Context: an optimization exercise on an open-source flow, tuned for small area and a short achievable clock period. The choices shown serve that exercise and are no tape-out recipe. No functional check of the RTL was part of this run. Power is estimated from default activity; no workload was simulated.

===== design.v =====
`timescale 1ns/100ps
module spiSdCard (
   input  logic sclk,
   input  logic rstn,
   input  logic ncs,
   input  logic mosi,
   output logic miso
);
   localparam int N = 256;
   localparam logic [3:0] sHunt    = 4'd0,
                          sDir     = 4'd1,
                          sFrame   = 4'd2,
                          sStart   = 4'd3,     
                          sResp    = 4'd4,     
                          sData    = 4'd5,
                          sCrc     = 4'd6,
                          sTokHunt = 4'd7,
                          sWrData  = 4'd8,
                          sWrCrc   = 4'd9,
                          sStartW  = 4'd10,    
                          sDrBusy  = 4'd11;    
   logic [3:0]             state;
   logic [10:0]            cnt;         
   logic [5:0]             idx;
   logic [6:0]             row1;        
   logic                   par;         
   logic [6:0]             row0;        
   logic                   a8;          
   logic                   fA;          
   logic                   fB;          
   logic                   appCmd;
   logic                   wasApp;      
   logic                   initDone;
   logic [7:0]             lenm1;       
   logic                   misoReg;
   logic [6:0]             shReg;
   logic                   act;
   logic [2:0]             bitc;
   logic [7:0]             byteIx;
   logic [2:0]             sIx;
   assign act    = !ncs;
   assign bitc   = cnt[2:0];
   assign byteIx = cnt[10:3];
   assign sIx    = cnt[5:3];
   assign miso   = misoReg | ncs;
   logic       hi;           
   logic       badLen;
   logic       outOfRange;
   logic       vhsOk;
   logic [8:0] endSum;
   logic [7:0] argLo;
   assign argLo      = {row1, par};
   assign hi         = fA | fB;
   assign endSum     = {1'b0, argLo} + {1'b0, lenm1};
   assign vhsOk      = !fB && a8;
   always_ff @(posedge sclk) begin
      badLen     <= hi | (a8 == (argLo != '0));
      outOfRange <= hi | a8 | endSum[8];
   end
   logic [7:0] r1Live;
   logic       ill, pe, ae;
   logic       kR7, kR3, kRd, wrOk;
   always_comb begin
      ill = 1'b0;
      pe  = 1'b0;
      ae  = 1'b0;
      if (wasApp)
         ill = (idx != 6'd41);
      else
         case (idx)
            6'd0, 6'd8, 6'd55, 6'd58: ;
            6'd16, 6'd17, 6'd24: begin
               if (!initDone)            ill = 1'b1;
               else if (idx == 6'd16)    pe  = badLen;
               else                      ae  = outOfRange;
            end
            default: ill = 1'b1;
         endcase
   end
   logic       rLong;        
   logic       lastQ;        
   always_ff @(posedge sclk) begin
      r1Live <= {1'b0, pe, ae, 2'b00, ill, 1'b0, !initDone};
      kR7    <= !wasApp && idx == 6'd8;
      kR3    <= !wasApp && idx == 6'd58;
      rLong  <= !wasApp && (idx == 6'd8 || idx == 6'd58);
      kRd    <= !wasApp && idx == 6'd17 && initDone && !outOfRange;
      wrOk   <= !wasApp && idx == 6'd24 && initDone && !outOfRange;
      lastQ  <= byteIx == lenm1;
   end
   logic [2:0]     ph;
   logic [2:0]     k;           
   logic [2:0]     k2;          
   logic [2:0]     kn;          
   logic [8*N-1:0] ring;
   logic [7:0]     g0, g1;
   logic [7:0]     g0d, g1d;
   logic           wOn0, wOn1;  
   logic           wOnI0, wOnI1;  
   logic           incW0, incW1;  
   logic [7:0]     mid0, mid1;
   logic           tq0, tq1;
   logic           wq0, wq1;    
   logic           wrLoad;
   logic           rdNext;
   logic [7:0]     wrByte;
   assign k  = ~ph;
   assign k2 = ~(ph - 3'd2);
   assign kn = ~(ph + 3'd1);
   always_ff @(posedge sclk)
      ph <= ph + 3'd1;
   logic [7:0]  hi0, hi1;
   logic [15:0] lo0, lo1;
   always_comb
      for (int i = 0; i < 16; i++) begin
         lo0[i] = row0[3:0] == 4'(i);
         lo1[i] = row1[3:0] == 4'(i);
         if (i < 8) begin
            hi0[i] = wOnI0 && row0[6:4] == 3'(i);
            hi1[i] = wOnI1 && row1[6:4] == 3'(i);
         end
      end
   for (genvar q = 0; q < N/2; q++) begin : gRow
      logic s0, s1;
      assign s0 = hi0[q/16] & lo0[q%16];
      assign s1 = hi1[q/16] & lo1[q%16];
      always_ff @(posedge sclk) begin
         ring[16*q +: 8]     <= {ring[16*q +: 7],     (s0 & wq0) | (!s0 & ring[16*q + 7])};
         ring[16*q + 8 +: 8] <= {ring[16*q + 8 +: 7], (s1 & wq1) | (!s1 & ring[16*q + 15])};
      end
   end
   for (genvar g = 0; g < 8; g++) begin : gMid
      always_ff @(posedge sclk) begin
         mid0[g] <= ring[16*{g[2:0], row0[3:0]} + 7];
         mid1[g] <= ring[16*{g[2:0], row1[3:0]} + 15];
      end
   end
   assign wrByte = {shReg, mosi};
   assign wrLoad = rstn && act && state == sWrData && bitc == 3'd7;
   assign rdNext = rstn && act && state == sData && bitc == 3'd0;
   always_comb begin
      g0d = g0;
      g1d = g1;
      if (!wOn0) g0d[k2] = tq0;
      if (!wOn1) g1d[k2] = tq1;
      if (wrLoad && !par) g0d = wrByte;
      if (wrLoad &&  par) g1d = wrByte;
   end
   always_ff @(posedge sclk) begin
      tq0 <= mid0[row0[6:4]];
      tq1 <= mid1[row1[6:4]];
      g0  <= g0d;
      g1  <= g1d;
      wq0   <= g0[kn];
      wq1   <= g1[kn];
      wOnI0 <= wOn0;
      wOnI1 <= wOn1;
      incW0 <= wrLoad && !par && wOn0;
      incW1 <= wrLoad &&  par && wOn1;
      if (wrLoad) begin
         if (!par) wOn0 <= 1'b1;
         if (par)  wOn1 <= 1'b1;
      end else if (act && state == sDir) begin
         wOn0 <= 1'b0;
         wOn1 <= 1'b0;
      end
   end
   logic [7:0] curByte;
   always_comb begin
      curByte = 8'hFF;
      case (state)
         sResp:
            case (sIx)
               3'd1: curByte = r1Live;
               3'd2: curByte = kR3 ? 8'h80 : kR7 ? 8'h00 : 8'hFF;
               3'd3: curByte = kR3 ? 8'hFF : kR7 ? 8'h00 : 8'hFE;
               3'd4: curByte = kR3 ? 8'h80 : kR7 ? {7'b0, vhsOk} : 8'hFF;
               3'd5: curByte = kR3 ? 8'h00 : kR7 ? argLo : 8'hFF;
               default: ;
            endcase
         sData:   curByte = par ? g1 : g0;
         sCrc:    if (sIx[1] == 1'b0) curByte = 8'hAA;
         sDrBusy: if (sIx == 3'd0) curByte = 8'h05;
                  else if (sIx != 3'd5) curByte = 8'h00;
         default: ;
      endcase
   end
   logic decode;
   logic txOn;
   assign txOn   = state == sResp || state == sData || state == sCrc || state == sDrBusy;
   assign decode = act && state == sFrame && cnt[5:0] == 6'd46;
   always_ff @(posedge sclk) begin
      misoReg <= !rstn || !txOn || ((bitc == 3'd0) ? curByte[7] : shReg[6]);
      if (act)
         shReg <= (bitc == 3'd0 && state != sWrData) ? curByte[6:0] : {shReg[5:0], mosi};
   end
   always_ff @(posedge sclk) begin
      if (act)
         cnt <= cnt + 11'd1;
      if (act && state == sFrame) begin
         if (cnt < 11'd6)
            idx <= {idx[4:0], mosi};
         if (cnt < 11'd38)
            {a8, row1, par} <= {row1, par, mosi};
         if (cnt >= 11'd6 && cnt < 11'd26)
            fA <= fA | mosi;
         if (cnt >= 11'd26 && cnt < 11'd29)
            fB <= fB | mosi;
      end
      if (rdNext || wrLoad) begin
         par <= !par;
      end
      if ((rdNext && !par) || incW0) row0 <= row0 + 7'd1;
      if ((rdNext &&  par) || incW1) row1 <= row1 + 7'd1;
      if (state == sStart)
         row0 <= row1 + 7'(par);
      if (!rstn) begin
         state    <= sHunt;
         appCmd   <= 1'b0;
         initDone <= 1'b0;
         lenm1    <= 8'd255;
      end else begin
         case (state)
            sHunt:   if (act && !mosi) state <= sDir;
            sDir:    if (act && mosi) begin
                        state <= sFrame;
                        cnt   <= '0;
                        fA    <= 1'b0;
                        fB    <= 1'b0;
                     end
            sFrame:  if (decode) begin
                        state  <= sStart;
                        appCmd <= !appCmd && idx == 6'd55;
                        wasApp <= appCmd;
                        if (appCmd && idx == 6'd41)
                           initDone <= 1'b1;
                        if (!appCmd && idx == 6'd0)
                           initDone <= 1'b0;
                        if (!appCmd && idx == 6'd16 && initDone && !badLen)
                           lenm1 <= argLo - 8'd1;
                     end
            sStart:  begin
                        state <= sResp;
                        cnt   <= '0;
                     end
            sResp:   if (act) begin
                        if (kRd) begin
                           if (sIx == 3'd3 && bitc == 3'd7) begin
                              state <= sData;
                              cnt   <= '0;
                           end
                        end else if (bitc == 3'd0 && sIx == (rLong ? 3'd6 : 3'd2))
                           state <= wrOk ? sTokHunt : sHunt;
                     end
            sData:   if (act && bitc == 3'd7 && lastQ) begin
                        state <= sCrc;
                        cnt   <= '0;
                     end
            sCrc:    if (act && bitc == 3'd0 && sIx == 3'd2)
                        state <= sHunt;
            sTokHunt: if (act && !mosi) begin
                        state <= sWrData;
                        cnt   <= '0;
                     end
            sWrData: if (act && bitc == 3'd7 && lastQ) begin
                        state <= sWrCrc;
                        cnt   <= '0;
                     end
            sWrCrc:  if (act && cnt[3:0] == 4'd15)
                        state <= sStartW;
            sStartW: begin
                        state <= sDrBusy;
                        cnt   <= '0;
                     end
            sDrBusy: if (act && bitc == 3'd0 && sIx == 3'd5)
                        state <= sHunt;
            default: state <= sHunt;
         endcase
      end
   end
endmodule

===== run.sh =====
#!/bin/bash
# synth_recipe.tcl (not shown) runs the flow's synth.tcl, then flattens the netlist and writes it again
# the make line also repeats each setting of config.mk as NAME=value (left out here)
make -C /OpenROAD-flow-scripts/flow DESIGN_CONFIG=/design/flow/config.mk WORK_HOME=/design/flow/orfs CLKGATE_MAP_FILE= SYNTH_SCRIPT=/design/flow/synth_recipe.tcl finish

===== config.mk =====
export PLATFORM = sky130hd
export DESIGN_NAME = spiSdCard
export DESIGN_NICKNAME = spiSdCard
export VERILOG_FILES = /design/flow/design.v
export SDC_FILE = /design/flow/constraint.sdc
export NUM_CORES = 4
export LEC_CHECK = 0
export CAP_MARGIN = 20
export CORE_MARGIN = 2
export CORE_UTILIZATION = 60
export CTS_BUF_LIST = sky130_fd_sc_hd__clkbuf_4 sky130_fd_sc_hd__clkbuf_8
export CTS_CLUSTER_DIAMETER = 80
export CTS_CLUSTER_SIZE = 16
export SETUP_SLACK_MARGIN = 1.6
export SLEW_MARGIN = 20

===== constraint.sdc =====
create_clock -name core_clock -period 4.0 [get_ports {sclk}]
set_input_delay 0.8000 -clock core_clock [delete_from_list [all_inputs] [get_ports {sclk}]]
set_output_delay 0.8000 -clock core_clock [all_outputs]
set_load 0.01 [all_outputs]

==> out/results.txt <==
Outcome: no timing/DRC/antenna violations
Period utilization: 0.620
Data required time of the worst path: 4710 ps
CP max stage delay: 620 ps
P&R area growth vs syn: 7.40%
Worst Setup End Kind: flip-flop
Critical path fanouts, max: 10
Vias in the first global route: 24.1k
CP Cell Sequence: buf_4, nor2b_1, nand2_1, nor2_1, mux2_2
Routed WL: 88700 um
Max Buffers Root-to-Sink: 3
CP Class: flip-flop to flip-flop
Max-slew violation count: 0
Die area: 91700 sq um
Clk Tree Root Cell: clkbuf_8
Antenna-violating nets left: 0
Leakage power: 22.4 nW
Peak VDD IR: 0.513 mV
Peak Freq: 403 MHz
Routability cong.: 0.851
Largest net degree at the start of global routing: 67
Total clock sinks: 2163
DRC Markers: 0
Mean Syn Cell Area: 15.6 sq um
Iter 0 DRT Violations: 1430
WL per Instance: 18.8 um
PwrDens: 564 nW/um^2
CP Launch Type: flip-flop
H-tree Lvls: 4
Setup Total Neg Slack: 0 ps
Netlist cell types: 65
Syn Inst Count: 3423
Hold_buf cts: 0
Layout Nets: 3556
Worst min-delay path category: flip-flop to flip-flop
WP data arrival: 3190 ps
Initial antenna violation count: 1
GRT Total Usage: 0.197
Io pins: 5
Syn. warnings: 1
1st-pass router iterations: 5
Layout cells sized above 1: 0.181
Core area: 88400 sq um
Top FF cell, synth: dfxtp_1
Commonest non-fill, non-tap cell in the layout: dfxtp_1
CTS buffer count: 153
RSZ-0062 raised after global routing: true
CTS tree: yes
Final WS setup: 1520 ps
Vias per cell: 4.97
DP Worst Slack: 734 ps
Hold Vio Cnt, Final: 0
Post-synth EDFFs: 48
Setup Viol. Count Final: 0
Worst rel slew slack: 0.410
Worst Tran Pin Value: 883 ps
DR vias: 23.4k
Syn Nets: 3456
Die Wd: 303 um
# rows: 109
Ys async rst share: 0
Flops & latches, synth: 2163
Clk latency of the worst-skew pair: 850 ps
Detail Placement HPWL: 53100 um
Total congestion overflow: 0
Number of max-cap violations: 0
Slowest cell on crit path: nand2_1
First-pass GRT wire length: 138000 um
Crit path buffers/inverters: 1
Most frequent cells in the layout: dfxtp_1 (2107), nor2_1 (315), mux2_2 (263)
Initial Utilization: 0.606
Synth Cell Area: 53500 sq um
Sequential area share after synthesis: 0.818
Top delay family on crit path: simple AND/OR/NAND/NOR gates
Final Skew: 40.8 ps
Port buffer count: 4
Chip Height: 303 um
Reg clk slew, reported paths: 100 ps
Minimum clock period: 2480 ps
## report_power, final
part	internal, mW	switching [mW]	total [mW]
Combinational	0.249	0.414	0.664
Clock	3.69	6.16	9.86
Sequential	21.8	0.172	21.9
## kinds of logic (layout without fill, tap and decap cells)
group | after synthesis | count (layout) | synth area share
DFF | 2163 | 2163 | 0.818
adders and majority gates | 29 | 29 | 0.00678
other | 0 | 3 | 0
and+or+nand+nor | 553 | 554 | 0.0459
AOI/OAI and AO/OA | 139 | 139 | 0.0178
muxes | 367 | 367 | 0.0953
xor gates and xnor gates | 41 | 41 | 0.00671
buffers and inverters | 131 | 253 | 0.00991
## Yosys cell counts, types with 4 or more instances
cell type	number	area, sq um
a21o_1	5	37.5
a21oi_1	29	145
a22oi_1	8	60.1
a31oi_1	12	75.1
a32oi_1	5	43.8
and2_1	6	37.5
and3_1	8	50.1
buf_1	11	41.3
clkbuf_1	97	364
dfxtp_1	2115	42300
edfxtp_1	48	1440
ha_1	29	363
inv_1	19	71.3
mux2_2	263	2960
mux2i_1	16	160
mux4_2	88	1980
nand2_1	103	387
nand2b_1	14	87.6
nand3_1	23	115
nand4_1	12	75.1
nor2_1	317	1190
nor2b_1	21	131
nor3_1	5	25.0
nor3b_1	5	37.5
nor4_1	5	31.3
nor4b_1	4	35.0
o211ai_2	8	100
o21ai_0	34	170
o31ai_1	4	30.0
o32a_1	5	50.1
or2_2	4	25.0
or4_1	6	45.0
xnor2_1	24	210
xor2_1	17	149
## worst paths after layout
kind	startpoint	end	slack, ps	depth (start not counted)
worst max register to register	row1[3]	ring[952]	1520	5
worst max-delay path	row1[3]	ring[952]	1520	5
worst min-delay path	ring[504]	ring[505]	300	0
worst min register to register	ring[504]	ring[505]	300	0
## area by class of cell
type	count	area, sq um
Sequential cell	2163	43800
Fill cell	6333	30900
Multi-Input combinational cell	1130	9350
Clock buffer	163	2190
Tap cell	1165	1460
Timing Repair Buffer	56	463
Clock inverter	15	161
Inverter	19	71.3
Antenna cell	3	7.51
## what timing repair did
action / CTS / global route
setup endpoints to repair: 234 / 190
gates resized for setup: 22 / 27
pin swaps: 2 / 1
setup buffers: 16 / 12
gates cloned: 1 / 0
## state kept, by name, indices dropped and copies added (netlist names), 7 cells and up
| name | flops |
|---|---|
| mid0 | 8 |
| lenm1 | 8 |
| ring | 2048 |
| g1 | 8 |
| mid1 | 8 |
| row0 | 7 |
| shReg | 7 |
| row1 | 7 |
| g0 | 8 |
| cnt | 11 |
## worst register-to-register path, stage by stage (launching register included)
cell and delay [ps]:
edfxtp_1 450, buf_4 270, nor2b_1 350, nand2_1 620, nor2_1 310, mux2_2 360
## routing by layer
layer | share of wire | vias up | global-route usage
met3 | 0.038 | 200 | 0.0364
li1 | - | 11388 | -
met5 | 0 | - | 0
met4 | 0.031 | 0 | 0.0769
met1 | 0.47 | 11416 | 0.270
met2 | 0.46 | 434 | 0.313
## through the flow
step	total power, mW	hold slack, ps	instance area (sq um)	std cells	util
floorplan	22.8	310	53600	3423	-
global placement	23.1	310	54800	4504	0.620
CTS	32.8	302	57300	4699	0.649
detailed placement	23.1	312	54800	4504	0.620
global route	33.7	296	57500	4713	0.651
finish	32.5	305	57500	4714	0.651

[re-timing with driven ports]
How much do the figures lean on ideal ports? The routed layout below was timed once more, with nothing changed but the port constraints.
Step 1, drivers: a clkbuf_16 drives sclk and a buf_2 each remaining input, both assumed.
Step 2 moves the port delays by t, midway between the first and last clock arrival at a register: inputs arrive t later, outputs are due t later. That takes back most of the time a late clock gives input paths.
Three values: ideal, step 1, step 2; two values: the first two.
t (ns): 0.891
slack for setup (ns): 1.520 / 1.520 / 0.934
clock arrival spread, ns: 0.042 / 0.042
After both steps this run still meets setup and hold. For this run, drivers alone change the setup slack by 0.000 ns; drivers and shift together by -0.586 ns.
